This design comes from an exercise in tuning for small area, a short achievable clock period and few clock cycles per item on the open sky130 flow, not from production work.
Function was not checked in any run shown here: the RTL went through the layout flow alone.
No activity file was given, so power comes from the tool's default toggle rates.

<file path="constraint.sdc">
create_clock -name core_clock -period 10.0 [get_ports {clk}]
set_input_delay 2.0000 -clock core_clock [delete_from_list [all_inputs] [get_ports {clk}]]
set_output_delay 2.0000 -clock core_clock [all_outputs]
set_load 0.01 [all_outputs]
</file>
<file path="config.mk">
export PLATFORM = sky130hd
export DESIGN_NAME = soc_curve_interp_validate
export DESIGN_NICKNAME = soc_curve_interp_validate
export VERILOG_FILES = /design/flow/design.v
export SDC_FILE = /design/flow/constraint.sdc
export NUM_CORES = 4
export LEC_CHECK = 0
export CAP_MARGIN = 20
export CORE_MARGIN = 2
export CORE_UTILIZATION = 40
export SLEW_MARGIN = 20
</file>
<file path="run.sh">
#!/bin/bash
# synth_recipe.tcl (not shown) runs the flow's synth.tcl, then flattens the netlist and writes it again
# the make line also repeats each setting of config.mk as NAME=value (left out here)
make -C /OpenROAD-flow-scripts/flow DESIGN_CONFIG=/design/flow/config.mk WORK_HOME=/design/flow/orfs CLKGATE_MAP_FILE= SYNTH_SCRIPT=/design/flow/synth_recipe.tcl finish
</file>
<file path="design.v">
module soc_curve_interp_validate #(
  parameter int NUM_POINTS = 8
) (
  input  logic        clk,
  input  logic        rst,
  input  logic        cfg_wen,
  input  logic        cfg_index,
  input  logic [7:0]  cfg_data,
  input  logic        in_valid,
  output logic        in_ready,
  input  logic [19:0] in_data,
  output logic        out_valid,
  input  logic        out_ready,
  output logic [15:0] out_data
);
  logic [7:0] ve;
  logic [6:0] mt;
  always_ff @(posedge clk) begin
    if (rst) begin
      ve <= 8'd53;
      mt <= 7'd5;
    end else if (cfg_wen) begin
      if (cfg_index) mt <= cfg_data[6:0];
      else ve <= cfg_data;
    end
  end
  logic        busy;
  logic [2:0]  eseg;    
  logic [2:0]  ebit;
  logic [13:0] acc;
  logic [13:0] kmul;
  logic [14:0] acc_sum;
  logic [13:0] acc_next;
  logic [4:0]  t1;
  logic [5:0]  t2;
  logic [6:0]  t3;
  logic [6:0]  t4;
  logic [5:0]  t5;
  always_comb begin
    case (eseg)
      3'd0: kmul = 14'd3936;
      3'd1: kmul = 14'd5342;
      3'd2: kmul = 14'd11076;
      3'd3: kmul = 14'd14975;
      default: kmul = 14'd4719;
    endcase
    acc_sum  = {1'b0, (ebit == 3'd0) ? 14'd0 : acc} + (ve[ebit] ? {1'b0, kmul} : 15'd0);
    acc_next = acc_sum[14:1];
  end
  always_ff @(posedge clk) begin
    if (rst || (cfg_wen && !cfg_index)) begin
      busy <= 1'b1;
      eseg <= 3'd0;
      ebit <= 3'd0;
    end else if (busy) begin
      ebit <= ebit + 3'd1;
      if (ebit == 3'd7) begin
        eseg <= eseg + 3'd1;
        if (eseg == 3'd4) busy <= 1'b0;
      end
    end
  end
  always_ff @(posedge clk) begin
    acc <= acc_next;
  end
  always_ff @(posedge clk) begin
    if (busy && ebit == 3'd7) begin
      case (eseg)
        3'd0: t1 <= acc_next[11:7];
        3'd1: t2 <= acc_next[12:7];
        3'd2: t3 <= acc_next[13:7];
        3'd3: t4 <= acc_next[13:7];
        default: t5 <= acc_next[12:7];
      endcase
    end
  end
  logic [12:0] v;
  logic [6:0]  c;
  assign v = in_data[19:7];
  assign c = in_data[6:0];
  logic [6:0] e;
  logic [2:0] sg;
  logic ev_new_n24, ev_new_n25, ev_new_n26, ev_new_n27, ev_new_n28, ev_new_n29, ev_new_n30, ev_new_n31, ev_new_n32, ev_new_n33, ev_new_n34, ev_new_n35, ev_new_n36, ev_new_n37, ev_new_n38, ev_new_n39, ev_new_n41, ev_new_n42, ev_new_n43, ev_new_n44, ev_new_n45, ev_new_n46, ev_new_n47, ev_new_n48, ev_new_n49, ev_new_n50, ev_new_n51, ev_new_n52, ev_new_n53, ev_new_n54, ev_new_n55, ev_new_n56, ev_new_n57, ev_new_n58, ev_new_n59, ev_new_n60, ev_new_n61, ev_new_n62, ev_new_n63, ev_new_n64, ev_new_n65, ev_new_n66, ev_new_n67, ev_new_n68, ev_new_n69, ev_new_n70, ev_new_n71, ev_new_n72, ev_new_n73, ev_new_n74, ev_new_n75, ev_new_n76, ev_new_n77, ev_new_n78, ev_new_n79, ev_new_n80, ev_new_n81, ev_new_n82, ev_new_n83, ev_new_n84, ev_new_n85, ev_new_n86, ev_new_n87, ev_new_n88, ev_new_n89, ev_new_n90, ev_new_n91, ev_new_n92, ev_new_n93, ev_new_n94, ev_new_n95, ev_new_n96, ev_new_n97, ev_new_n98, ev_new_n99, ev_new_n100, ev_new_n101, ev_new_n102, ev_new_n103, ev_new_n104, ev_new_n105, ev_new_n106, ev_new_n107, ev_new_n108, ev_new_n109, ev_new_n110, ev_new_n111, ev_new_n112, ev_new_n113, ev_new_n114, ev_new_n115, ev_new_n116, ev_new_n117, ev_new_n118, ev_new_n119, ev_new_n120, ev_new_n121, ev_new_n122, ev_new_n123, ev_new_n124, ev_new_n125, ev_new_n126, ev_new_n127, ev_new_n128, ev_new_n129, ev_new_n130, ev_new_n131, ev_new_n132, ev_new_n133, ev_new_n134, ev_new_n135, ev_new_n136, ev_new_n137, ev_new_n138, ev_new_n139, ev_new_n140, ev_new_n141, ev_new_n142, ev_new_n143, ev_new_n144, ev_new_n145, ev_new_n146, ev_new_n147, ev_new_n148, ev_new_n149, ev_new_n150, ev_new_n151, ev_new_n152, ev_new_n153, ev_new_n154, ev_new_n155, ev_new_n156, ev_new_n157, ev_new_n158, ev_new_n159, ev_new_n160, ev_new_n161, ev_new_n162, ev_new_n163, ev_new_n164, ev_new_n165, ev_new_n166, ev_new_n167, ev_new_n168, ev_new_n169, ev_new_n171, ev_new_n172, ev_new_n173, ev_new_n174, ev_new_n177, ev_new_n178, ev_new_n179, ev_new_n180, ev_new_n181, ev_new_n182, ev_new_n183, ev_new_n184, ev_new_n185, ev_new_n186, ev_new_n187, ev_new_n188, ev_new_n189, ev_new_n190, ev_new_n191, ev_new_n192, ev_new_n193, ev_new_n194, ev_new_n195, ev_new_n196, ev_new_n197, ev_new_n198, ev_new_n199, ev_new_n200, ev_new_n201, ev_new_n202, ev_new_n203, ev_new_n204, ev_new_n205, ev_new_n206, ev_new_n207, ev_new_n208, ev_new_n209, ev_new_n210, ev_new_n211, ev_new_n212, ev_new_n213, ev_new_n214, ev_new_n215, ev_new_n216, ev_new_n217, ev_new_n218, ev_new_n219, ev_new_n220, ev_new_n221, ev_new_n222, ev_new_n223, ev_new_n224, ev_new_n225, ev_new_n226, ev_new_n227, ev_new_n228, ev_new_n229, ev_new_n230, ev_new_n231, ev_new_n232, ev_new_n233, ev_new_n234, ev_new_n235, ev_new_n236, ev_new_n237, ev_new_n238, ev_new_n239, ev_new_n241, ev_new_n242, ev_new_n243, ev_new_n244, ev_new_n245, ev_new_n246, ev_new_n247, ev_new_n248, ev_new_n249, ev_new_n250, ev_new_n251, ev_new_n252, ev_new_n253, ev_new_n254, ev_new_n255, ev_new_n256, ev_new_n257, ev_new_n258, ev_new_n259, ev_new_n260, ev_new_n261, ev_new_n262, ev_new_n263, ev_new_n264, ev_new_n265, ev_new_n266, ev_new_n267, ev_new_n268, ev_new_n269, ev_new_n270, ev_new_n271, ev_new_n272, ev_new_n273, ev_new_n274, ev_new_n275, ev_new_n276, ev_new_n277, ev_new_n278, ev_new_n279, ev_new_n280, ev_new_n281, ev_new_n282, ev_new_n283, ev_new_n284, ev_new_n285, ev_new_n286, ev_new_n287, ev_new_n288, ev_new_n289, ev_new_n290, ev_new_n291, ev_new_n292, ev_new_n293, ev_new_n294, ev_new_n295, ev_new_n296, ev_new_n297, ev_new_n298, ev_new_n299, ev_new_n300, ev_new_n301, ev_new_n302, ev_new_n303, ev_new_n304, ev_new_n305, ev_new_n306, ev_new_n307, ev_new_n308, ev_new_n309, ev_new_n310, ev_new_n311, ev_new_n312, ev_new_n313, ev_new_n314, ev_new_n315, ev_new_n316, ev_new_n317, ev_new_n318, ev_new_n319, ev_new_n320, ev_new_n321, ev_new_n322, ev_new_n323, ev_new_n324, ev_new_n325, ev_new_n326, ev_new_n327, ev_new_n328, ev_new_n330, ev_new_n331, ev_new_n332, ev_new_n333, ev_new_n334, ev_new_n335, ev_new_n336, ev_new_n337, ev_new_n338, ev_new_n339, ev_new_n340, ev_new_n341, ev_new_n342, ev_new_n343, ev_new_n344, ev_new_n345, ev_new_n346, ev_new_n347, ev_new_n348, ev_new_n349, ev_new_n350, ev_new_n351, ev_new_n352, ev_new_n353, ev_new_n354, ev_new_n355, ev_new_n356, ev_new_n357, ev_new_n358, ev_new_n359, ev_new_n360, ev_new_n361, ev_new_n362, ev_new_n363, ev_new_n364, ev_new_n365, ev_new_n366, ev_new_n367, ev_new_n368, ev_new_n369, ev_new_n370, ev_new_n371, ev_new_n372, ev_new_n373, ev_new_n374, ev_new_n375, ev_new_n376, ev_new_n377, ev_new_n378, ev_new_n379, ev_new_n380, ev_new_n381, ev_new_n382, ev_new_n383, ev_new_n384, ev_new_n385, ev_new_n386, ev_new_n387, ev_new_n388, ev_new_n389, ev_new_n390, ev_new_n391, ev_new_n392, ev_new_n393, ev_new_n394, ev_new_n395, ev_new_n396, ev_new_n397, ev_new_n398, ev_new_n399, ev_new_n400, ev_new_n401, ev_new_n402, ev_new_n403, ev_new_n404, ev_new_n405, ev_new_n406, ev_new_n407, ev_new_n408, ev_new_n409, ev_new_n410, ev_new_n411, ev_new_n412, ev_new_n413, ev_new_n414, ev_new_n415, ev_new_n416, ev_new_n417, ev_new_n418, ev_new_n419, ev_new_n420, ev_new_n421, ev_new_n422, ev_new_n423, ev_new_n424, ev_new_n425, ev_new_n426, ev_new_n427, ev_new_n428, ev_new_n429, ev_new_n430, ev_new_n431, ev_new_n432, ev_new_n433, ev_new_n434, ev_new_n435, ev_new_n436, ev_new_n437, ev_new_n438, ev_new_n439, ev_new_n441, ev_new_n442, ev_new_n443, ev_new_n445, ev_new_n446, ev_new_n447, ev_new_n448, ev_new_n449, ev_new_n450, ev_new_n452, ev_new_n453, ev_new_n454, ev_new_n455, ev_new_n456, ev_new_n457, ev_new_n458, ev_new_n459;
  assign ev_new_n24 = v[11] & v[10];
  assign ev_new_n25 = v[9] & ev_new_n24;
  assign ev_new_n26 = ~v[12] & ~ev_new_n25;
  assign ev_new_n27 = ~v[12] & ~v[8];
  assign ev_new_n28 = v[6] & v[5];
  assign ev_new_n29 = v[7] & ev_new_n28;
  assign ev_new_n30 = v[4] & ev_new_n29;
  assign ev_new_n31 = ~v[3] & ~v[2];
  assign ev_new_n32 = v[6] & ev_new_n31;
  assign ev_new_n33 = ~v[1] & ev_new_n32;
  assign ev_new_n34 = v[3] & v[2];
  assign ev_new_n35 = ~ev_new_n28 & ev_new_n34;
  assign ev_new_n36 = v[9] & ~ev_new_n35;
  assign ev_new_n37 = ~ev_new_n33 & ev_new_n36;
  assign ev_new_n38 = ev_new_n30 & ev_new_n37;
  assign ev_new_n39 = ev_new_n27 & ~ev_new_n38;
  assign e[6] = ~ev_new_n26 & ~ev_new_n39;
  assign ev_new_n41 = ~v[8] & v[4];
  assign ev_new_n42 = v[0] & ev_new_n34;
  assign ev_new_n43 = v[7] & ~ev_new_n42;
  assign ev_new_n44 = v[1] & ev_new_n42;
  assign ev_new_n45 = ~ev_new_n43 & ~ev_new_n44;
  assign ev_new_n46 = v[2] & v[1];
  assign ev_new_n47 = v[5] & v[3];
  assign ev_new_n48 = ev_new_n46 & ev_new_n47;
  assign ev_new_n49 = ev_new_n45 & ev_new_n48;
  assign ev_new_n50 = v[1] & v[0];
  assign ev_new_n51 = ev_new_n31 & ~ev_new_n50;
  assign ev_new_n52 = ~v[7] & v[4];
  assign ev_new_n53 = ~ev_new_n51 & ev_new_n52;
  assign ev_new_n54 = ~v[1] & ~v[0];
  assign ev_new_n55 = v[2] & ~ev_new_n54;
  assign ev_new_n56 = ~v[5] & ~v[3];
  assign ev_new_n57 = ev_new_n54 & ~ev_new_n56;
  assign ev_new_n58 = ~ev_new_n55 & ~ev_new_n57;
  assign ev_new_n59 = v[2] & ev_new_n58;
  assign ev_new_n60 = v[7] & ~ev_new_n50;
  assign ev_new_n61 = ~v[6] & ~v[5];
  assign ev_new_n62 = ev_new_n31 & ev_new_n61;
  assign ev_new_n63 = ~ev_new_n60 & ev_new_n62;
  assign ev_new_n64 = ~v[7] & ev_new_n47;
  assign ev_new_n65 = ~v[1] & v[0];
  assign ev_new_n66 = ev_new_n64 & ev_new_n65;
  assign ev_new_n67 = ~ev_new_n63 & ~ev_new_n66;
  assign ev_new_n68 = ~ev_new_n59 & ev_new_n67;
  assign ev_new_n69 = ~ev_new_n53 & ~ev_new_n68;
  assign ev_new_n70 = ~v[7] & v[6];
  assign ev_new_n71 = v[5] & ev_new_n50;
  assign ev_new_n72 = ~ev_new_n70 & ~ev_new_n71;
  assign ev_new_n73 = ev_new_n34 & ~ev_new_n72;
  assign ev_new_n74 = ev_new_n41 & ~ev_new_n73;
  assign ev_new_n75 = ~ev_new_n69 & ev_new_n74;
  assign ev_new_n76 = ~v[2] & ~ev_new_n50;
  assign ev_new_n77 = v[3] & ~ev_new_n76;
  assign ev_new_n78 = ~v[7] & ~v[5];
  assign ev_new_n79 = ~v[3] & ~ev_new_n46;
  assign ev_new_n80 = ev_new_n78 & ~ev_new_n79;
  assign ev_new_n81 = ~ev_new_n77 & ev_new_n80;
  assign ev_new_n82 = v[5] & ~ev_new_n55;
  assign ev_new_n83 = ev_new_n77 & ev_new_n82;
  assign ev_new_n84 = ~ev_new_n81 & ~ev_new_n83;
  assign ev_new_n85 = ~v[8] & ~v[4];
  assign ev_new_n86 = v[7] & ~ev_new_n56;
  assign ev_new_n87 = v[1] & ~ev_new_n86;
  assign ev_new_n88 = v[6] & ev_new_n46;
  assign ev_new_n89 = ev_new_n28 & ev_new_n34;
  assign ev_new_n90 = ~ev_new_n88 & ~ev_new_n89;
  assign ev_new_n91 = ~ev_new_n87 & ~ev_new_n90;
  assign ev_new_n92 = ev_new_n85 & ~ev_new_n91;
  assign ev_new_n93 = ev_new_n84 & ev_new_n92;
  assign ev_new_n94 = ~ev_new_n28 & ev_new_n54;
  assign ev_new_n95 = ~v[6] & v[2];
  assign ev_new_n96 = ~v[7] & ~v[6];
  assign ev_new_n97 = ~ev_new_n95 & ~ev_new_n96;
  assign ev_new_n98 = ev_new_n94 & ev_new_n97;
  assign ev_new_n99 = v[6] & ~v[5];
  assign ev_new_n100 = ~v[2] & ev_new_n99;
  assign ev_new_n101 = ~ev_new_n70 & ~ev_new_n100;
  assign ev_new_n102 = ~ev_new_n98 & ev_new_n101;
  assign ev_new_n103 = ev_new_n79 & ~ev_new_n102;
  assign ev_new_n104 = ~v[7] & ~ev_new_n54;
  assign ev_new_n105 = ev_new_n58 & ~ev_new_n104;
  assign ev_new_n106 = ~v[5] & ~ev_new_n34;
  assign ev_new_n107 = ev_new_n60 & ~ev_new_n106;
  assign ev_new_n108 = ~v[6] & ~ev_new_n31;
  assign ev_new_n109 = ~ev_new_n48 & ev_new_n108;
  assign ev_new_n110 = ~ev_new_n107 & ev_new_n109;
  assign ev_new_n111 = ~ev_new_n105 & ev_new_n110;
  assign ev_new_n112 = ~ev_new_n103 & ~ev_new_n111;
  assign ev_new_n113 = ev_new_n93 & ev_new_n112;
  assign ev_new_n114 = ~ev_new_n75 & ~ev_new_n113;
  assign ev_new_n115 = ~ev_new_n49 & ~ev_new_n114;
  assign ev_new_n116 = v[8] & ~v[4];
  assign ev_new_n117 = ~ev_new_n45 & ~ev_new_n116;
  assign ev_new_n118 = ~ev_new_n41 & ev_new_n99;
  assign ev_new_n119 = ~ev_new_n117 & ev_new_n118;
  assign ev_new_n120 = ~ev_new_n115 & ev_new_n119;
  assign ev_new_n121 = ~v[3] & ~ev_new_n55;
  assign ev_new_n122 = v[7] & ~ev_new_n121;
  assign ev_new_n123 = v[6] & ev_new_n122;
  assign ev_new_n124 = ~v[2] & ~v[1];
  assign ev_new_n125 = ~v[0] & ev_new_n124;
  assign ev_new_n126 = ~v[6] & ~v[3];
  assign ev_new_n127 = ev_new_n125 & ev_new_n126;
  assign ev_new_n128 = ~ev_new_n28 & ~ev_new_n127;
  assign ev_new_n129 = ~ev_new_n45 & ~ev_new_n128;
  assign ev_new_n130 = ~v[6] & v[5];
  assign ev_new_n131 = ~ev_new_n55 & ev_new_n130;
  assign ev_new_n132 = ~ev_new_n129 & ~ev_new_n131;
  assign ev_new_n133 = ~ev_new_n123 & ev_new_n132;
  assign ev_new_n134 = ev_new_n85 & ~ev_new_n133;
  assign ev_new_n135 = ~v[5] & ~ev_new_n121;
  assign ev_new_n136 = v[7] & ~ev_new_n33;
  assign ev_new_n137 = ~ev_new_n135 & ev_new_n136;
  assign ev_new_n138 = ~v[6] & ~ev_new_n51;
  assign ev_new_n139 = ev_new_n78 & ~ev_new_n138;
  assign ev_new_n140 = ev_new_n41 & ~ev_new_n139;
  assign ev_new_n141 = ~ev_new_n137 & ev_new_n140;
  assign ev_new_n142 = ~v[4] & ~v[3];
  assign ev_new_n143 = ~v[8] & v[7];
  assign ev_new_n144 = ev_new_n130 & ~ev_new_n143;
  assign ev_new_n145 = v[7] & ev_new_n99;
  assign ev_new_n146 = ~ev_new_n144 & ~ev_new_n145;
  assign ev_new_n147 = ev_new_n124 & ~ev_new_n146;
  assign ev_new_n148 = v[7] & ~v[2];
  assign ev_new_n149 = ~ev_new_n95 & ~ev_new_n148;
  assign ev_new_n150 = v[5] & ~ev_new_n149;
  assign ev_new_n151 = ~ev_new_n147 & ev_new_n150;
  assign ev_new_n152 = ev_new_n142 & ~ev_new_n151;
  assign ev_new_n153 = ~ev_new_n142 & ev_new_n146;
  assign ev_new_n154 = ~ev_new_n152 & ~ev_new_n153;
  assign ev_new_n155 = ~ev_new_n141 & ~ev_new_n154;
  assign ev_new_n156 = ~ev_new_n134 & ev_new_n155;
  assign ev_new_n157 = ~ev_new_n120 & ev_new_n156;
  assign ev_new_n158 = ~ev_new_n29 & ev_new_n157;
  assign ev_new_n159 = ~v[8] & ev_new_n130;
  assign ev_new_n160 = ~ev_new_n78 & ~ev_new_n159;
  assign ev_new_n161 = ~ev_new_n157 & ev_new_n160;
  assign ev_new_n162 = ~ev_new_n158 & ~ev_new_n161;
  assign ev_new_n163 = ev_new_n41 & ev_new_n162;
  assign ev_new_n164 = ~v[4] & ev_new_n127;
  assign ev_new_n165 = ~v[8] & ~ev_new_n164;
  assign ev_new_n166 = ~ev_new_n162 & ~ev_new_n165;
  assign ev_new_n167 = v[7] & ev_new_n25;
  assign ev_new_n168 = ~ev_new_n166 & ev_new_n167;
  assign ev_new_n169 = ~ev_new_n163 & ev_new_n168;
  assign e[5] = v[12] | ev_new_n169;
  assign ev_new_n171 = ev_new_n61 & e[5];
  assign ev_new_n172 = ~ev_new_n96 & ~ev_new_n162;
  assign ev_new_n173 = ~v[12] & ev_new_n25;
  assign ev_new_n174 = ev_new_n172 & ev_new_n173;
  assign e[4] = ~ev_new_n171 & ev_new_n174;
  assign e[3] = ~ev_new_n157 & ev_new_n173;
  assign ev_new_n177 = ~v[6] & ev_new_n157;
  assign ev_new_n178 = v[6] & v[3];
  assign ev_new_n179 = ~ev_new_n157 & ev_new_n178;
  assign ev_new_n180 = ev_new_n56 & ev_new_n85;
  assign ev_new_n181 = ~ev_new_n179 & ~ev_new_n180;
  assign ev_new_n182 = ~ev_new_n177 & ev_new_n181;
  assign ev_new_n183 = v[7] & ~v[4];
  assign ev_new_n184 = v[3] & ~ev_new_n125;
  assign ev_new_n185 = ev_new_n183 & ~ev_new_n184;
  assign ev_new_n186 = ~ev_new_n103 & ev_new_n185;
  assign ev_new_n187 = v[4] & ~ev_new_n124;
  assign ev_new_n188 = ev_new_n123 & ~ev_new_n187;
  assign ev_new_n189 = ~ev_new_n186 & ~ev_new_n188;
  assign ev_new_n190 = ~ev_new_n182 & ev_new_n189;
  assign ev_new_n191 = ~v[3] & ~v[1];
  assign ev_new_n192 = v[6] & v[4];
  assign ev_new_n193 = ~ev_new_n191 & ev_new_n192;
  assign ev_new_n194 = v[5] & ~ev_new_n193;
  assign ev_new_n195 = ~ev_new_n103 & ev_new_n194;
  assign ev_new_n196 = ~v[8] & ~ev_new_n195;
  assign ev_new_n197 = ~ev_new_n190 & ev_new_n196;
  assign ev_new_n198 = ev_new_n41 & ev_new_n184;
  assign ev_new_n199 = ~v[7] & ev_new_n42;
  assign ev_new_n200 = ~ev_new_n130 & ~ev_new_n199;
  assign ev_new_n201 = ~v[4] & ~v[1];
  assign ev_new_n202 = ~ev_new_n200 & ~ev_new_n201;
  assign ev_new_n203 = ~ev_new_n198 & ev_new_n202;
  assign ev_new_n204 = ev_new_n172 & ev_new_n203;
  assign ev_new_n205 = ~ev_new_n77 & ev_new_n96;
  assign ev_new_n206 = ~v[4] & ev_new_n205;
  assign ev_new_n207 = ~v[5] & ev_new_n50;
  assign ev_new_n208 = ev_new_n32 & ev_new_n183;
  assign ev_new_n209 = ~ev_new_n207 & ev_new_n208;
  assign ev_new_n210 = ~v[5] & ~ev_new_n209;
  assign ev_new_n211 = ~ev_new_n206 & ev_new_n210;
  assign ev_new_n212 = ~v[4] & ~ev_new_n31;
  assign ev_new_n213 = v[4] & ev_new_n31;
  assign ev_new_n214 = v[5] & ~ev_new_n70;
  assign ev_new_n215 = ~ev_new_n213 & ev_new_n214;
  assign ev_new_n216 = ~ev_new_n212 & ev_new_n215;
  assign ev_new_n217 = v[8] & ~ev_new_n216;
  assign ev_new_n218 = ~ev_new_n211 & ev_new_n217;
  assign ev_new_n219 = v[3] & ev_new_n46;
  assign ev_new_n220 = v[8] & ~ev_new_n219;
  assign ev_new_n221 = v[4] & ~ev_new_n220;
  assign ev_new_n222 = ~ev_new_n116 & ev_new_n130;
  assign ev_new_n223 = ev_new_n45 & ev_new_n222;
  assign ev_new_n224 = ~ev_new_n221 & ev_new_n223;
  assign ev_new_n225 = ~v[3] & ~ev_new_n50;
  assign ev_new_n226 = ev_new_n30 & ~ev_new_n225;
  assign ev_new_n227 = ~v[9] & ~ev_new_n226;
  assign ev_new_n228 = ev_new_n24 & ~ev_new_n38;
  assign ev_new_n229 = ~ev_new_n227 & ev_new_n228;
  assign ev_new_n230 = ~ev_new_n224 & ev_new_n229;
  assign ev_new_n231 = ~ev_new_n218 & ev_new_n230;
  assign ev_new_n232 = ~ev_new_n204 & ev_new_n231;
  assign ev_new_n233 = ~ev_new_n197 & ev_new_n232;
  assign ev_new_n234 = ~v[12] & ~ev_new_n233;
  assign ev_new_n235 = ~ev_new_n46 & ev_new_n96;
  assign ev_new_n236 = ~v[11] & ~v[10];
  assign ev_new_n237 = ~v[9] & ev_new_n236;
  assign ev_new_n238 = ev_new_n180 & ev_new_n237;
  assign ev_new_n239 = ev_new_n235 & ev_new_n238;
  assign e[2] = ~ev_new_n234 & ~ev_new_n239;
  assign ev_new_n241 = ~ev_new_n31 & ~ev_new_n225;
  assign ev_new_n242 = ev_new_n61 & ev_new_n241;
  assign ev_new_n243 = ev_new_n70 & ~ev_new_n219;
  assign ev_new_n244 = ~ev_new_n242 & ~ev_new_n243;
  assign ev_new_n245 = v[7] & ~v[0];
  assign ev_new_n246 = ~v[4] & ~ev_new_n245;
  assign ev_new_n247 = ev_new_n61 & ~ev_new_n246;
  assign ev_new_n248 = v[5] & v[4];
  assign ev_new_n249 = ev_new_n245 & ev_new_n248;
  assign ev_new_n250 = ~ev_new_n247 & ~ev_new_n249;
  assign ev_new_n251 = v[4] & v[0];
  assign ev_new_n252 = ev_new_n78 & ~ev_new_n251;
  assign ev_new_n253 = ev_new_n250 & ev_new_n252;
  assign ev_new_n254 = ev_new_n244 & ev_new_n253;
  assign ev_new_n255 = v[8] & ~ev_new_n254;
  assign ev_new_n256 = ~ev_new_n115 & ~ev_new_n255;
  assign ev_new_n257 = ~v[4] & ~ev_new_n205;
  assign ev_new_n258 = ~v[8] & ev_new_n33;
  assign ev_new_n259 = ~ev_new_n56 & ~ev_new_n76;
  assign ev_new_n260 = ~v[6] & ev_new_n47;
  assign ev_new_n261 = ~v[2] & ~ev_new_n260;
  assign ev_new_n262 = ev_new_n54 & ~ev_new_n261;
  assign ev_new_n263 = ~ev_new_n259 & ~ev_new_n262;
  assign ev_new_n264 = ~ev_new_n258 & ev_new_n263;
  assign ev_new_n265 = ~v[6] & ~ev_new_n47;
  assign ev_new_n266 = ev_new_n259 & ~ev_new_n265;
  assign ev_new_n267 = v[7] & ~ev_new_n266;
  assign ev_new_n268 = ~ev_new_n264 & ev_new_n267;
  assign ev_new_n269 = ~ev_new_n122 & ev_new_n244;
  assign ev_new_n270 = v[8] & ~ev_new_n269;
  assign ev_new_n271 = v[6] & ~ev_new_n78;
  assign ev_new_n272 = ~ev_new_n66 & ~ev_new_n271;
  assign ev_new_n273 = ~v[5] & v[3];
  assign ev_new_n274 = ev_new_n124 & ev_new_n273;
  assign ev_new_n275 = v[2] & ~ev_new_n86;
  assign ev_new_n276 = ~ev_new_n274 & ~ev_new_n275;
  assign ev_new_n277 = ~ev_new_n272 & ~ev_new_n276;
  assign ev_new_n278 = ~ev_new_n270 & ~ev_new_n277;
  assign ev_new_n279 = ~ev_new_n268 & ev_new_n278;
  assign ev_new_n280 = ~ev_new_n257 & ~ev_new_n279;
  assign ev_new_n281 = v[8] & ev_new_n130;
  assign ev_new_n282 = v[4] & v[1];
  assign ev_new_n283 = ~ev_new_n201 & ~ev_new_n282;
  assign ev_new_n284 = ~v[3] & ~ev_new_n192;
  assign ev_new_n285 = ~ev_new_n283 & ev_new_n284;
  assign ev_new_n286 = ev_new_n281 & ev_new_n285;
  assign ev_new_n287 = ev_new_n47 & ~ev_new_n70;
  assign ev_new_n288 = ev_new_n85 & ev_new_n287;
  assign ev_new_n289 = ~ev_new_n286 & ~ev_new_n288;
  assign ev_new_n290 = ~ev_new_n142 & ~ev_new_n273;
  assign ev_new_n291 = ~ev_new_n130 & ~ev_new_n192;
  assign ev_new_n292 = ev_new_n104 & ~ev_new_n291;
  assign ev_new_n293 = ~ev_new_n290 & ev_new_n292;
  assign ev_new_n294 = ~v[6] & ~ev_new_n54;
  assign ev_new_n295 = v[8] & ~ev_new_n294;
  assign ev_new_n296 = v[7] & v[4];
  assign ev_new_n297 = ev_new_n56 & ev_new_n296;
  assign ev_new_n298 = ~ev_new_n295 & ev_new_n297;
  assign ev_new_n299 = ~ev_new_n293 & ~ev_new_n298;
  assign ev_new_n300 = ev_new_n289 & ev_new_n299;
  assign ev_new_n301 = ~v[2] & ~ev_new_n300;
  assign ev_new_n302 = ~ev_new_n280 & ~ev_new_n301;
  assign ev_new_n303 = ~ev_new_n256 & ev_new_n302;
  assign ev_new_n304 = ev_new_n173 & ~ev_new_n303;
  assign ev_new_n305 = ~v[12] & v[8];
  assign ev_new_n306 = ev_new_n24 & ev_new_n305;
  assign ev_new_n307 = ~v[5] & ~v[4];
  assign ev_new_n308 = ~ev_new_n248 & ~ev_new_n307;
  assign ev_new_n309 = ev_new_n245 & ev_new_n308;
  assign ev_new_n310 = v[0] & ev_new_n81;
  assign ev_new_n311 = ~v[7] & ~v[3];
  assign ev_new_n312 = v[0] & ev_new_n273;
  assign ev_new_n313 = ~ev_new_n311 & ~ev_new_n312;
  assign ev_new_n314 = ~ev_new_n122 & ev_new_n313;
  assign ev_new_n315 = ~ev_new_n310 & ~ev_new_n314;
  assign ev_new_n316 = ~ev_new_n309 & ~ev_new_n315;
  assign ev_new_n317 = ~ev_new_n227 & ~ev_new_n316;
  assign ev_new_n318 = ev_new_n42 & ev_new_n282;
  assign ev_new_n319 = ev_new_n61 & ~ev_new_n318;
  assign ev_new_n320 = ~v[9] & ~ev_new_n319;
  assign ev_new_n321 = ~ev_new_n317 & ev_new_n320;
  assign ev_new_n322 = ev_new_n224 & ~ev_new_n321;
  assign ev_new_n323 = v[7] & ev_new_n321;
  assign ev_new_n324 = ~ev_new_n209 & ~ev_new_n323;
  assign ev_new_n325 = ~ev_new_n322 & ev_new_n324;
  assign ev_new_n326 = ev_new_n306 & ~ev_new_n325;
  assign ev_new_n327 = v[12] & ev_new_n239;
  assign ev_new_n328 = ~ev_new_n326 & ~ev_new_n327;
  assign e[1] = ev_new_n304 | ~ev_new_n328;
  assign ev_new_n330 = ~ev_new_n42 & ev_new_n307;
  assign ev_new_n331 = ~ev_new_n317 & ~ev_new_n330;
  assign ev_new_n332 = v[4] & ~ev_new_n65;
  assign ev_new_n333 = ~v[2] & ev_new_n28;
  assign ev_new_n334 = ~ev_new_n332 & ev_new_n333;
  assign ev_new_n335 = ev_new_n70 & ~ev_new_n124;
  assign ev_new_n336 = ~ev_new_n283 & ev_new_n335;
  assign ev_new_n337 = ~ev_new_n334 & ~ev_new_n336;
  assign ev_new_n338 = ~v[3] & ~ev_new_n337;
  assign ev_new_n339 = ~ev_new_n164 & ~ev_new_n338;
  assign ev_new_n340 = v[9] & ev_new_n46;
  assign ev_new_n341 = ~v[3] & v[0];
  assign ev_new_n342 = ev_new_n340 & ~ev_new_n341;
  assign ev_new_n343 = ~v[3] & ~ev_new_n340;
  assign ev_new_n344 = ~v[7] & ~ev_new_n343;
  assign ev_new_n345 = ~ev_new_n342 & ev_new_n344;
  assign ev_new_n346 = ev_new_n339 & ev_new_n345;
  assign ev_new_n347 = ~ev_new_n331 & ~ev_new_n346;
  assign ev_new_n348 = v[6] & ~ev_new_n347;
  assign ev_new_n349 = ~ev_new_n46 & ev_new_n61;
  assign ev_new_n350 = ~ev_new_n88 & ~ev_new_n349;
  assign ev_new_n351 = ev_new_n184 & ~ev_new_n350;
  assign ev_new_n352 = ~ev_new_n37 & ~ev_new_n320;
  assign ev_new_n353 = ~ev_new_n351 & ~ev_new_n352;
  assign ev_new_n354 = v[7] & ~ev_new_n353;
  assign ev_new_n355 = ~v[2] & ~ev_new_n282;
  assign ev_new_n356 = ~v[6] & ev_new_n78;
  assign ev_new_n357 = ~ev_new_n333 & ~ev_new_n356;
  assign ev_new_n358 = ~ev_new_n355 & ~ev_new_n357;
  assign ev_new_n359 = v[7] & ~ev_new_n294;
  assign ev_new_n360 = v[5] & ~ev_new_n251;
  assign ev_new_n361 = ev_new_n355 & ~ev_new_n360;
  assign ev_new_n362 = ev_new_n359 & ev_new_n361;
  assign ev_new_n363 = ~ev_new_n358 & ~ev_new_n362;
  assign ev_new_n364 = v[4] & ~ev_new_n363;
  assign ev_new_n365 = ev_new_n269 & ev_new_n364;
  assign ev_new_n366 = ev_new_n55 & ev_new_n287;
  assign ev_new_n367 = ~ev_new_n81 & ~ev_new_n366;
  assign ev_new_n368 = ~v[4] & ~ev_new_n367;
  assign ev_new_n369 = v[4] & v[2];
  assign ev_new_n370 = ~ev_new_n56 & ~ev_new_n369;
  assign ev_new_n371 = ~v[4] & ~v[2];
  assign ev_new_n372 = v[0] & ~ev_new_n371;
  assign ev_new_n373 = ev_new_n235 & ev_new_n372;
  assign ev_new_n374 = ~ev_new_n370 & ev_new_n373;
  assign ev_new_n375 = ~ev_new_n368 & ~ev_new_n374;
  assign ev_new_n376 = ~ev_new_n365 & ev_new_n375;
  assign ev_new_n377 = v[9] & ~ev_new_n376;
  assign ev_new_n378 = ~ev_new_n354 & ~ev_new_n377;
  assign ev_new_n379 = ~ev_new_n348 & ev_new_n378;
  assign ev_new_n380 = ev_new_n306 & ~ev_new_n379;
  assign ev_new_n381 = v[5] & v[2];
  assign ev_new_n382 = ~v[4] & ~ev_new_n381;
  assign ev_new_n383 = ~v[8] & ~ev_new_n382;
  assign ev_new_n384 = ~ev_new_n32 & ~ev_new_n383;
  assign ev_new_n385 = ~ev_new_n265 & ev_new_n383;
  assign ev_new_n386 = v[7] & ~ev_new_n385;
  assign ev_new_n387 = ~ev_new_n384 & ev_new_n386;
  assign ev_new_n388 = ~ev_new_n64 & ~ev_new_n387;
  assign ev_new_n389 = ~v[0] & ~ev_new_n369;
  assign ev_new_n390 = ~ev_new_n388 & ev_new_n389;
  assign ev_new_n391 = ~v[3] & ev_new_n52;
  assign ev_new_n392 = ev_new_n216 & ev_new_n391;
  assign ev_new_n393 = ev_new_n34 & ~ev_new_n250;
  assign ev_new_n394 = ev_new_n145 & ev_new_n312;
  assign ev_new_n395 = ~ev_new_n260 & ~ev_new_n394;
  assign ev_new_n396 = ev_new_n371 & ~ev_new_n395;
  assign ev_new_n397 = ~ev_new_n393 & ~ev_new_n396;
  assign ev_new_n398 = ~ev_new_n392 & ev_new_n397;
  assign ev_new_n399 = ~ev_new_n390 & ev_new_n398;
  assign ev_new_n400 = v[1] & ~ev_new_n399;
  assign ev_new_n401 = ev_new_n50 & ev_new_n183;
  assign ev_new_n402 = v[6] & ev_new_n369;
  assign ev_new_n403 = ~ev_new_n401 & ~ev_new_n402;
  assign ev_new_n404 = ev_new_n56 & ~ev_new_n403;
  assign ev_new_n405 = ~ev_new_n183 & ev_new_n260;
  assign ev_new_n406 = v[7] & ev_new_n381;
  assign ev_new_n407 = ~ev_new_n405 & ~ev_new_n406;
  assign ev_new_n408 = v[3] & ev_new_n54;
  assign ev_new_n409 = ~ev_new_n285 & ~ev_new_n408;
  assign ev_new_n410 = ~ev_new_n407 & ~ev_new_n409;
  assign ev_new_n411 = ~ev_new_n404 & ~ev_new_n410;
  assign ev_new_n412 = ~ev_new_n69 & ev_new_n411;
  assign ev_new_n413 = v[3] & ~ev_new_n363;
  assign ev_new_n414 = ev_new_n339 & ~ev_new_n413;
  assign ev_new_n415 = ev_new_n412 & ev_new_n414;
  assign ev_new_n416 = ~v[8] & ~ev_new_n415;
  assign ev_new_n417 = v[4] & ~ev_new_n54;
  assign ev_new_n418 = v[6] & ~ev_new_n417;
  assign ev_new_n419 = ~ev_new_n367 & ev_new_n418;
  assign ev_new_n420 = v[7] & ~v[1];
  assign ev_new_n421 = v[5] & ev_new_n420;
  assign ev_new_n422 = ev_new_n213 & ev_new_n421;
  assign ev_new_n423 = ~ev_new_n419 & ~ev_new_n422;
  assign ev_new_n424 = ~ev_new_n416 & ev_new_n423;
  assign ev_new_n425 = ev_new_n84 & ev_new_n154;
  assign ev_new_n426 = ev_new_n281 & ~ev_new_n425;
  assign ev_new_n427 = ev_new_n132 & ~ev_new_n420;
  assign ev_new_n428 = v[7] & ~ev_new_n132;
  assign ev_new_n429 = ~v[8] & ~v[2];
  assign ev_new_n430 = ev_new_n308 & ~ev_new_n429;
  assign ev_new_n431 = v[3] & ~ev_new_n371;
  assign ev_new_n432 = ~ev_new_n430 & ev_new_n431;
  assign ev_new_n433 = ~ev_new_n428 & ev_new_n432;
  assign ev_new_n434 = ~ev_new_n427 & ev_new_n433;
  assign ev_new_n435 = ~ev_new_n426 & ~ev_new_n434;
  assign ev_new_n436 = ev_new_n424 & ev_new_n435;
  assign ev_new_n437 = ~ev_new_n400 & ev_new_n436;
  assign ev_new_n438 = ev_new_n173 & ~ev_new_n437;
  assign ev_new_n439 = ~ev_new_n327 & ~ev_new_n438;
  assign e[0] = ev_new_n380 | ~ev_new_n439;
  assign ev_new_n441 = ev_new_n61 & ev_new_n185;
  assign ev_new_n442 = v[7] & ~ev_new_n441;
  assign ev_new_n443 = ev_new_n27 & ~ev_new_n442;
  assign sg[2] = ev_new_n26 | ev_new_n443;
  assign ev_new_n445 = ~ev_new_n25 & ~e[2];
  assign ev_new_n446 = ~ev_new_n121 & ev_new_n248;
  assign ev_new_n447 = ev_new_n96 & ~ev_new_n446;
  assign ev_new_n448 = v[8] & ~ev_new_n447;
  assign ev_new_n449 = ~ev_new_n443 & ~ev_new_n448;
  assign ev_new_n450 = ~ev_new_n445 & ~ev_new_n449;
  assign sg[1] = ~v[12] & ~ev_new_n450;
  assign ev_new_n452 = ev_new_n173 & ev_new_n448;
  assign ev_new_n453 = ~v[4] & ~ev_new_n241;
  assign ev_new_n454 = ~ev_new_n195 & ev_new_n453;
  assign ev_new_n455 = ev_new_n271 & ~ev_new_n454;
  assign ev_new_n456 = ~v[8] & ~ev_new_n441;
  assign ev_new_n457 = ~ev_new_n455 & ev_new_n456;
  assign ev_new_n458 = ev_new_n173 & ~ev_new_n457;
  assign ev_new_n459 = ~ev_new_n326 & ~ev_new_n458;
  assign sg[0] = ev_new_n452 | ev_new_n459;
  logic [2:0] t6;
  logic [1:0] t7;
  logic t67_new_n14, t67_new_n15, t67_new_n16, t67_new_n17, t67_new_n18, t67_new_n19, t67_new_n21, t67_new_n22, t67_new_n23, t67_new_n24, t67_new_n25, t67_new_n26, t67_new_n27, t67_new_n28, t67_new_n30, t67_new_n31, t67_new_n32, t67_new_n33, t67_new_n34, t67_new_n35, t67_new_n36, t67_new_n37, t67_new_n38, t67_new_n39, t67_new_n40, t67_new_n41, t67_new_n42, t67_new_n43, t67_new_n44, t67_new_n45, t67_new_n46, t67_new_n47, t67_new_n48, t67_new_n51;
  assign t67_new_n14 = ve[7] & ve[6];
  assign t67_new_n15 = ve[2] & ve[1];
  assign t67_new_n16 = ~ve[3] & ~t67_new_n15;
  assign t67_new_n17 = ve[7] & ve[5];
  assign t67_new_n18 = ve[4] & t67_new_n17;
  assign t67_new_n19 = ~t67_new_n16 & t67_new_n18;
  assign t6[2] = t67_new_n14 | t67_new_n19;
  assign t67_new_n21 = ve[1] & ve[0];
  assign t67_new_n22 = ~ve[2] & ~t67_new_n21;
  assign t67_new_n23 = ve[6] & ve[4];
  assign t67_new_n24 = ve[3] & t67_new_n23;
  assign t67_new_n25 = ~t67_new_n22 & t67_new_n24;
  assign t67_new_n26 = ve[6] & ve[5];
  assign t67_new_n27 = ~ve[7] & ~t67_new_n26;
  assign t67_new_n28 = ~t67_new_n25 & t67_new_n27;
  assign t6[1] = ~t6[2] & ~t67_new_n28;
  assign t67_new_n30 = ~ve[4] & ~ve[2];
  assign t67_new_n31 = ~ve[3] & t67_new_n30;
  assign t67_new_n32 = t67_new_n26 & ~t67_new_n31;
  assign t67_new_n33 = t6[2] & t67_new_n32;
  assign t67_new_n34 = ~t6[2] & ~t67_new_n32;
  assign t67_new_n35 = ~t67_new_n33 & ~t67_new_n34;
  assign t67_new_n36 = ~ve[1] & ~ve[0];
  assign t67_new_n37 = t67_new_n30 & t67_new_n36;
  assign t67_new_n38 = ve[7] & ~t67_new_n37;
  assign t67_new_n39 = ~ve[6] & ~t67_new_n38;
  assign t67_new_n40 = ~t67_new_n25 & ~t67_new_n39;
  assign t67_new_n41 = ~ve[5] & ~t67_new_n40;
  assign t67_new_n42 = ve[3] & t67_new_n15;
  assign t67_new_n43 = ve[7] & ~ve[3];
  assign t67_new_n44 = ~ve[5] & ~t67_new_n43;
  assign t67_new_n45 = ~ve[4] & ~t67_new_n17;
  assign t67_new_n46 = ~t67_new_n44 & t67_new_n45;
  assign t67_new_n47 = ~t67_new_n42 & t67_new_n46;
  assign t67_new_n48 = ~t67_new_n41 & ~t67_new_n47;
  assign t6[0] = ~t67_new_n35 & t67_new_n48;
  assign t7[1] = t67_new_n14 & ~t67_new_n46;
  assign t67_new_n51 = ~ve[7] & ~t67_new_n32;
  assign t7[0] = ~t7[1] & ~t67_new_n51;
  logic [6:0] t_raw, tol;
  always_comb begin
    case (sg)
      3'd1: t_raw = {2'd0, t1};
      3'd2: t_raw = {1'd0, t2};
      3'd3: t_raw = t3;
      3'd4: t_raw = t4;
      3'd5: t_raw = {1'd0, t5};
      3'd6: t_raw = {4'd0, t6};
      default: t_raw = {5'd0, t7};
    endcase
  end
  assign tol = (t_raw < mt) ? mt : t_raw;
  logic [7:0] d;
  logic [6:0] ad;
  logic ok;
  assign d  = {1'b0, c} - {1'b0, e};
  assign ad = d[7] ? 7'(-d) : d[6:0];
  assign ok = ad < tol;
  logic hold_free;
  assign hold_free = !out_valid || out_ready;
  assign in_ready  = hold_free && !busy;
  logic       q_ok;
  logic [6:0] q_e, q_t;
  always_ff @(posedge clk) begin
    if (rst) out_valid <= 1'b0;
    else if (hold_free) out_valid <= in_valid && !busy;
  end
  always_ff @(posedge clk) begin
    if (hold_free) begin
      q_ok <= ok;
      q_e  <= e;
      q_t  <= tol;
    end
  end
  assign out_data = {q_ok, q_e, 1'b0, q_t};
endmodule
</file>
==> out/metrics.csv, run 1 <==
metric,value,unit
outcome,"complete, no violations",
adder and majority gate portion of the synthesized area,8.95,%
CP startpoint kind,input pin,
part of the cycle the worst path needs,82.3,%
Inserted Diodes,0,
count of max-cap constraint violations,0,
Synth area leaders,"edfxtp_1 (20%), dfxtp_1 (11%), ha_1 (8.2%), a21oi_1 (4.5%), nor2_1 (4.5%)",
Clock Path Buffers,2,
final core area utilization,46.8,%
wire length of the first global-routing pass,30100,microns
proportion of synthesized flip-flops having asynchronous set or reset,0,%
total of hold buffers inserted after clock tree synthesis,0,
Initial DRT Pass Iterations,6,
clock transition at the registers of the reported paths,0.06,ns
met1 routing resource usage after global routing,29.8,%
endpoint required time on the critical path,10.19,ns
Std-Cell Core Area,16600,sq um
dominant cell type by area after synthesis,edfxtp_1,
total count of max-transition violations in the final report,0,
starting density of the core,41.2,%
remaining antenna violation count after routing,0,
aggregate negative setup slack,0,ns
synthesized-area fraction occupied by and/or/nand/nor cells,22.6,%
Area Growth Syn to Fin,13.8,%
Worst Setup End Kind,flop,
transition time at the pin with the least slew margin,1.07,ns
routed wire length,18600,microns
via count of the first global-routing pass,5768,
maximum frequency from static timing analysis,122,MHz
cell type with the highest occurrence count on the critical path,a21o_1,
number of flops mapped to enable cells by yosys,46,
worst reg2reg path endpoint,q_ok,
worst flop-to-flop path startpoint,ve[5],
cell type of the slowest stage on the worst timing path,clkdlybuf4s50_1,
via/cell ratio,5.89,
mux share of post-synthesis cell area,6.25,%
H-tree depth,3,
Tightest Hold Check Type,reg2reg,
power density relative to cell area,147,nW/um^2
worst setup skew after layout,0.00639,ns
global placement routability congestion,0.966,
Critical Path Fanout Max,25,
clock tree root driver cell,clkbuf_16,
WS Path Type,in2reg,
fraction of the mapped netlist area in compound gates,22.2,%
worst-case reg-to-reg path depth,18,
average wire per standard cell,17.4,microns
number of standard-cell rows in the floorplan,47,
TritonCTS clock tree,built,
number of endpoints with negative hold slack in the final report,0,
most frequent cells in the layout,"nor2_1 (82), nand2_1 (79), a21oi_1 (62)",
Chip Width,135,microns
RSZ-0062 raised after global routing,false,
post-synth design cell area,6850,sq um
IO buf count,50,
number of gates resized after cts,0,
reg-to-reg setup timing slack,5.72,ns
number of buffers created by CTS,9,
arrival time of data at the critical path endpoint,8.42,ns
maximum number of pins on one net before global-route repair,58,
grt peak-use layer,met2,
number of distinct standard cells referenced by the synthesized netlist,86,
peak supply drop,0.0866,mV
"commonest non-fill, non-tap cell in the layout",nor2_1,
total number of vias,6291,
number of storage elements in the synthesis netlist,83,
non-filler instance count after layout,1068,
Synth Net Count,905,
capture point of the worst path,q_ok,
Yosys Warn Count,1,
clk sink count,83,
share of final-layout standard cells stronger than drive strength 1,6.25,%
antenna violations before repair,0,
crit-path max cell delay,0.98,ns
cell count after placement,1052,
Clock Latency Late Sink,0.33,ns
main combinational cell family by area after synthesis,simple AND/OR/NAND/NOR gates,
launching instance or port of the critical path,in_data[9],
count of buffering cells on the critical path with inverters included,1,
fraction of synthesized cell area in xor and xnor cells,2.69,%
Nets,924,
Leak,0.00306,uW
Synth top area share,20.2,%
GRT met2 Usage,30.5,%
total die area,18200,sq um
top-level I/O count,52,
global routing usage on met3,5.37,%
"Setup Fix Bufs, Post-CTS",0,
setup violation total in the final timing report,0,
Cells after Synth,824,
number of stages on the worst setup path,23,
sequential element share of the synthesized area,31.0,%
DRC violation count after routing,0,
global route overflow,0,
detailed router's first-iteration violation count,648,
"critical path, cell by cell","clkdlybuf4s50_1, nand3_1, mux2i_1, and3_1, a221o_1, a22oi_1, a21oi_2, mux2_2, a22o_1, nand2_1, o21ai_0, ha_1, a21oi_1, nor2b_1, o21ai_0, nand2b_1, a21oi_2, mux2i_1, ha_1, a21o_1, a21o_1, a21o_1, a21oi_1",
post-detail-place hpwl,13500,microns
chip height,135,microns
largest delay contributor family on the critical path,compound AO/OA/AOI/OAI gates,
global routing usage summed across all routing layers,20.6,%
most frequently used flop master after synthesis,edfxtp_1,
Relative slew margins,28.3,%
min Tclk post-route,8.23,ns
synthesized area divided by synthesized cell count,8.31,sq um
==> stage by stage <==
| stage | setup slack [ns] | hold WS [ns] | total power [uW] | instance area (sq um) |
|---|---|---|---|---|
| floorplan | 3.21 | 0.459 | 669 | 6850 |
| global placement | 1.73 | 0.486 | 758 | 7430 |
| detailed placement | 1.53 | 0.493 | 758 | 7430 |
| CTS | 1.83 | 0.503 | 1150 | 7780 |
| global route | 1.21 | 0.542 | 1210 | 7790 |
| finish | 1.77 | 0.505 | 1140 | 7790 |
==> cells by family (layout without fill, tap and decap cells) <==
| logic type | Yosys count | count (layout) |
|---|---|---|
| other cells | 1 | 1 |
| xor+xnor | 21 | 21 |
| mux | 36 | 36 |
| buf+inv | 95 | 119 |
| flops | 83 | 83 |
| simple gates | 310 | 310 |
| fa+ha+maj | 48 | 48 |
| compound gates | 230 | 230 |
==> cells in the mapped netlist, types with 4 or more instances <==
| cell | number |
|---|---|
| nor2_1 | 82 |
| nand2_1 | 79 |
| a21oi_1 | 62 |
| edfxtp_1 | 46 |
| ha_1 | 45 |
| inv_1 | 42 |
| o21ai_0 | 41 |
| dfxtp_1 | 37 |
| nand3_1 | 28 |
| clkbuf_1 | 23 |
| mux2i_1 | 23 |
| buf_2 | 17 |
| nor3_1 | 17 |
| and2_1 | 16 |
| a31oi_1 | 15 |
| nand2b_1 | 14 |
| xnor2_1 | 14 |
| a21o_1 | 13 |
| nor2b_1 | 11 |
| nor3b_1 | 11 |
| nand4_1 | 10 |
| and3_1 | 9 |
| xor2_1 | 7 |
| nand3b_1 | 6 |
| o211ai_1 | 6 |
| o21ai_1 | 6 |
| o21bai_1 | 6 |
| o22ai_1 | 6 |
| a211oi_1 | 5 |
| a22oi_1 | 5 |
| buf_6 | 5 |
| o31ai_1 | 5 |
| a211o_1 | 4 |
| buf_1 | 4 |
| buf_4 | 4 |
| mux2_2 | 4 |
| mux2_4 | 4 |
| o311ai_0 | 4 |
| or2_2 | 4 |
| or3_1 | 4 |
==> metal layers <==
| metal | routed length, microns | share of wire (%) |
|---|---|---|
| met5 | 0 | 0 |
| met4 | 328 | 1.8 |
| met3 | 1520 | 8.2 |
| met2 | 7990 | 43 |
| met1 | 8780 | 47 |
==> cell type report <==
type	count	area (sq um)
multi-input cells	646	4310
flip-flops and latches	83	2120
repair buffers	61	578
clock buffers	9	225
inverters	42	158
well taps	220	275
fillers	1633	8850
clock inverters	7	128
==> tightest hold or removal path: cells and delay by family (launching register included) <==
family / cells / cell delay, ns
flip-flops: 1 / 0.34
AND/OR/NAND/NOR: 1 / 0.06
AO/OA/AOI/OAI: 1 / 0.06
==> sequential cells by signal (all words and copies together) (netlist names) <==
name and cells:
acc 14, busy 1, t4 7, ebit 3, t2 6, q_t 7, out_valid 1, ve 8
t1 5, q_e 7, t5 6, eseg 3, t3 7, q_ok 1, mt 7
==> worst min-delay path by stage <==
stage          startpoint  endpoint  slack [ns]  cells after the start
5_1_grt             mt[4]     mt[4]        0.54                      2
4_1_cts             mt[5]     mt[5]        0.50                      2
6_report            mt[5]     mt[5]        0.51                      2
3_3_place_gp        mt[4]     mt[4]        0.49                      2
3_5_place_dp        mt[5]     mt[5]        0.49                      2
2_1_floorplan       mt[4]     mt[4]        0.46                      2
==> where the power goes <==
group	internal, uW	switching [uW]
registers	412	11.3
logic	139	193
clock network	248	141
==> run 2, diff against run 1 <==
--- a/config.mk
+++ b/config.mk
@@ -5,6 +5,7 @@
 export SDC_FILE = /design/flow/constraint.sdc
 export NUM_CORES = 4
 export LEC_CHECK = 0
+export ABC_AREA = 1
 export CAP_MARGIN = 20
 export CORE_MARGIN = 2
 export CORE_UTILIZATION = 40
==> run 2 against run 1 <==
Fmax is 13% higher; setup slack improved by 0.92 ns; synthesized cell count grew 6.6%; first-iteration DRC count is 25% lower; cell count increased by 6.2%; register-to-register slack got worse by 0.17 ns; global-route usage up 0.45 points; count of clock-buffer cells in the layout grew 1; critical path depth increased by 12; clock power fell by 5.9%; hold slack gained 0.00089 ns; critical path type unchanged; highest routed layer unchanged.
==> out/metrics.csv, run 2 <==
metric,value,unit,change
Yosys Warn Count,1,,unchanged
Filler Cell Count,1608,,-1.5%
via/cell ratio,5.36,,-9.1%
"commonest non-fill, non-tap cell in the layout",nand2_1,,
share of final-layout standard cells stronger than drive strength 1,6.86,%,+0.61 points
worst flop-to-flop path startpoint,ebit[0],,
antenna violations before repair,0,,unchanged
outcome,"complete, no violations",,
min Tclk post-route,7.31,ns,-0.923 ns
"Setup Fix Bufs, Post-CTS",0,,unchanged
number of flip-flops under the largest register name,14,,unchanged
DRC violation count after routing,0,,unchanged
number of endpoints with negative hold slack in the final report,0,,unchanged
Leak,0.00329,uW,+7.7%
Synth Net Count,959,,+6.0%
Critical Path Fanout Max,22,,-12%
crit-path max cell delay,1.04,ns,+0.06 ns
Worst Hold Endpoint,ve[1],,
clk sink count,83,,unchanged
total number of vias,6073,,-3.5%
peak supply drop,0.106,mV,+22%
H-tree depth,3,,unchanged
aggregate negative setup slack,0,ns,unchanged
chip height,130,microns,-3.5%
setup violation total in the final timing report,0,,unchanged
launching instance or port of the critical path,in_data[11],,
Chip Width,130,microns,-3.5%
maximum number of pins on one net before global-route repair,23,,-60%
Initial DRT Pass Iterations,5,,-1
post-synth design cell area,6360,sq um,-7.2%
CP startpoint kind,input pin,,
synthesized area divided by synthesized cell count,7.24,sq um,-13%
routed wire length,17400,microns,-6.4%
cell count after placement,1118,,+6.3%
number of gates resized after cts,0,,unchanged
Synth top area share,21.7,%,+1.6 points
Tightest Hold Check Type,reg2reg,,
endpoint required time on the critical path,10.09,ns,-0.10 ns
number of buffers created by CTS,9,,unchanged
most frequent cell after synthesis,nand2_1,,
via count of the first global-routing pass,5704,,-1.1%
clock transition at the registers of the reported paths,0.07,ns,about the same
final core area utilization,46.5,%,-0.36 points
cell type with the highest occurrence count on the critical path,nand2_1,,
Synth area leaders,"edfxtp_1 (22%), dfxtp_1 (12%), nand2_1 (11%), ha_1 (8.9%), inv_1 (7.1%)",,
non-filler instance count after layout,1134,,+6.2%
worst setup skew after layout,0.00652,ns,+0.000129 ns
Relative slew margins,38.5,%,+10 points
cell type of the slowest stage on the worst timing path,clkdlybuf4s50_1,,
number of standard-cell rows in the floorplan,46,,-2.1%
total count of max-transition violations in the final report,0,,unchanged
detailed router's first-iteration violation count,488,,-25%
average wire per standard cell,15.4,microns,-12%
number of distinct standard cells referenced by the synthesized netlist,54,,-37%
starting density of the core,40.5,%,-0.69 points
total of hold buffers inserted after clock tree synthesis,0,,unchanged
startpoint of the lowest-slack hold path,ve[1],,
worst reg2reg path endpoint,t1[4],,
Cells after Synth,878,,+6.6%
post-detail-place hpwl,13000,microns,-4.1%
arrival time of data at the critical path endpoint,7.40,ns,-1.02 ns
part of the cycle the worst path needs,73.1,%,-9.2 points
register containing the most flip-flops in the final layout,acc,,
transition time at the pin with the least slew margin,0.920,ns,-0.152 ns
count of max-cap constraint violations,0,,unchanged
clock tree root driver cell,clkbuf_16,,
reg-to-reg setup timing slack,5.55,ns,-0.17 ns
most frequently used flop master after synthesis,edfxtp_1,,
most frequent cells in the layout,"nand2_1 (186), inv_1 (120), nor2_1 (86)",,
top-level I/O count,52,,unchanged
number of storage elements in the synthesis netlist,83,,unchanged
Area Growth Syn to Fin,14.8,%,
Worst Setup End Kind,flop,,
Clock Latency Late Sink,0.35,ns,+0.02 ns
worst-case reg-to-reg path depth,22,,+4
largest registers ranked by flip-flop count,"acc (14), ve (8)",,
Std-Cell Core Area,15700,sq um,-5.6%
proportion of synthesized flip-flops having asynchronous set or reset,0,%,unchanged
maximum frequency from static timing analysis,137,MHz,+13%
IO buf count,50,,unchanged
global route overflow,0,,unchanged
post-route total power,1140,uW,-0.53%
RSZ-0062 raised after global routing,false,,
number of flops mapped to enable cells by yosys,46,,unchanged
dominant cell type by area after synthesis,edfxtp_1,,
WS Path Type,in2reg,,
list of most frequent post-synthesis cells,"nand2_1 (186), inv_1 (120), nor2_1 (86)",,
Clock Path Buffers,2,,unchanged
Nets,994,,+7.6%
Inserted Diodes,0,,unchanged
power density relative to cell area,156,nW/um^2,+6.2%
global routing usage summed across all routing layers,21.1,%,+0.45 points
hold depth,2,,unchanged
TritonCTS clock tree,built,,
remaining antenna violation count after routing,0,,unchanged
sequential element share of the synthesized area,33.4,%,+2.4 points
global placement routability congestion,1.01,,+4.3%
total die area,16900,sq um,-7.0%
wire length of the first global-routing pass,27900,microns,-7.3%
[run 2: metal layers]
metal	track usage, %	wire, microns
met1	27.9	7790
met2	33.3	7710
met3	3.85	1250
met4	10.4	685
met5	0	0
[run 2: kinds of logic (layout without fill, tap and decap cells)]
kind of cell | after synthesis | in the layout | synth area share (%)
AND/OR/NAND/NOR | 369 | 369 | 25.0
AO/OA/AOI/OAI | 192 | 192 | 18.4
XOR/XNOR | 22 | 22 | 3.03
flip-flops | 83 | 83 | 33.4
other | 1 | 1 | 0.0590
adder cells (fa/ha/maj) | 47 | 47 | 9.49
buffers and inverters | 164 | 204 | 10.7
[run 2: worst max-delay path, delay by kind of cell]
family          cells  cell delay (ns)
compound gates      7             1.10
fa+ha+maj           2             0.59
buf+inv             6             1.70
simple gates       20             2.00
[run 2: worst max path at each step]
stage / endpoint / slack, ns
2_1_floorplan: q_ok / 4.21
3_3_place_gp: q_ok / 2.36
3_5_place_dp: q_ok / 2.45
4_1_cts: q_ok / 2.82
5_1_grt: q_ok / 2.19
6_report: q_ok / 2.69
[run 2: layout make-up]
class / count / area, sq um / share of cell area (%)
Multi-Input combinational cell: 631 / 3560 / 48.8
Tap cell: 216 / 270 / 3.70
Inverter: 138 / 520 / 7.13
Clock inverter: 6 / 96.3 / 1.32
Sequential cell: 83 / 2120 / 29.1
Clock buffer: 10 / 229 / 3.14
Timing Repair Buffer: 50 / 500 / 6.86
[run 2: power breakdown]
part | leakage [uW] | switching (uW) | internal, uW
sequential | 0.000754 | 10.9 | 418
clock | 0.000156 | 143 | 222
combinational | 0.00238 | 213 | 130
[run 2: metrics by stage]
step / worst slack, ns / cell area, sq um / hold WS [ns]
floorplan: 4.21 / 6360 / 0.464
global placement: 2.36 / 6970 / 0.502
detailed placement: 2.45 / 6970 / 0.498
CTS: 2.82 / 7300 / 0.508
global route: 2.19 / 7300 / 0.548
finish: 2.69 / 7300 / 0.506

what the ideal ports hide:
The flow's constraints put no driver on any port. The routed layouts listed below were extracted and timed again, unchanged, in two steps. Step 1, drivers: a clkbuf_16 drives clk and a buf_2 each remaining input, both assumed. Step 2 times the ports against the registers' clock, not the clock port: input delays grow and output delays shrink by t, the midpoint of the rising clock arrivals with the driver on. Slacks: no drivers / after step 1 / after step 2; pairs: no drivers / after step 1.
run | t, ns | slack for setup (ns) | hold slack, ns | pins driven straight from the clock port
run 1 | 0.367 | 1.770 / 1.781 / 1.414 | 0.505 / 0.505 / 0.505 | 1
run 2 | 0.387 | 2.693 / 2.707 / 2.321 | 0.506 / 0.506 / 0.506 | 1
After both steps every run listed still meets setup and hold. The setup slack of run 2, which loses most, moves by +0.014 ns with the drivers and by -0.372 ns with both steps.
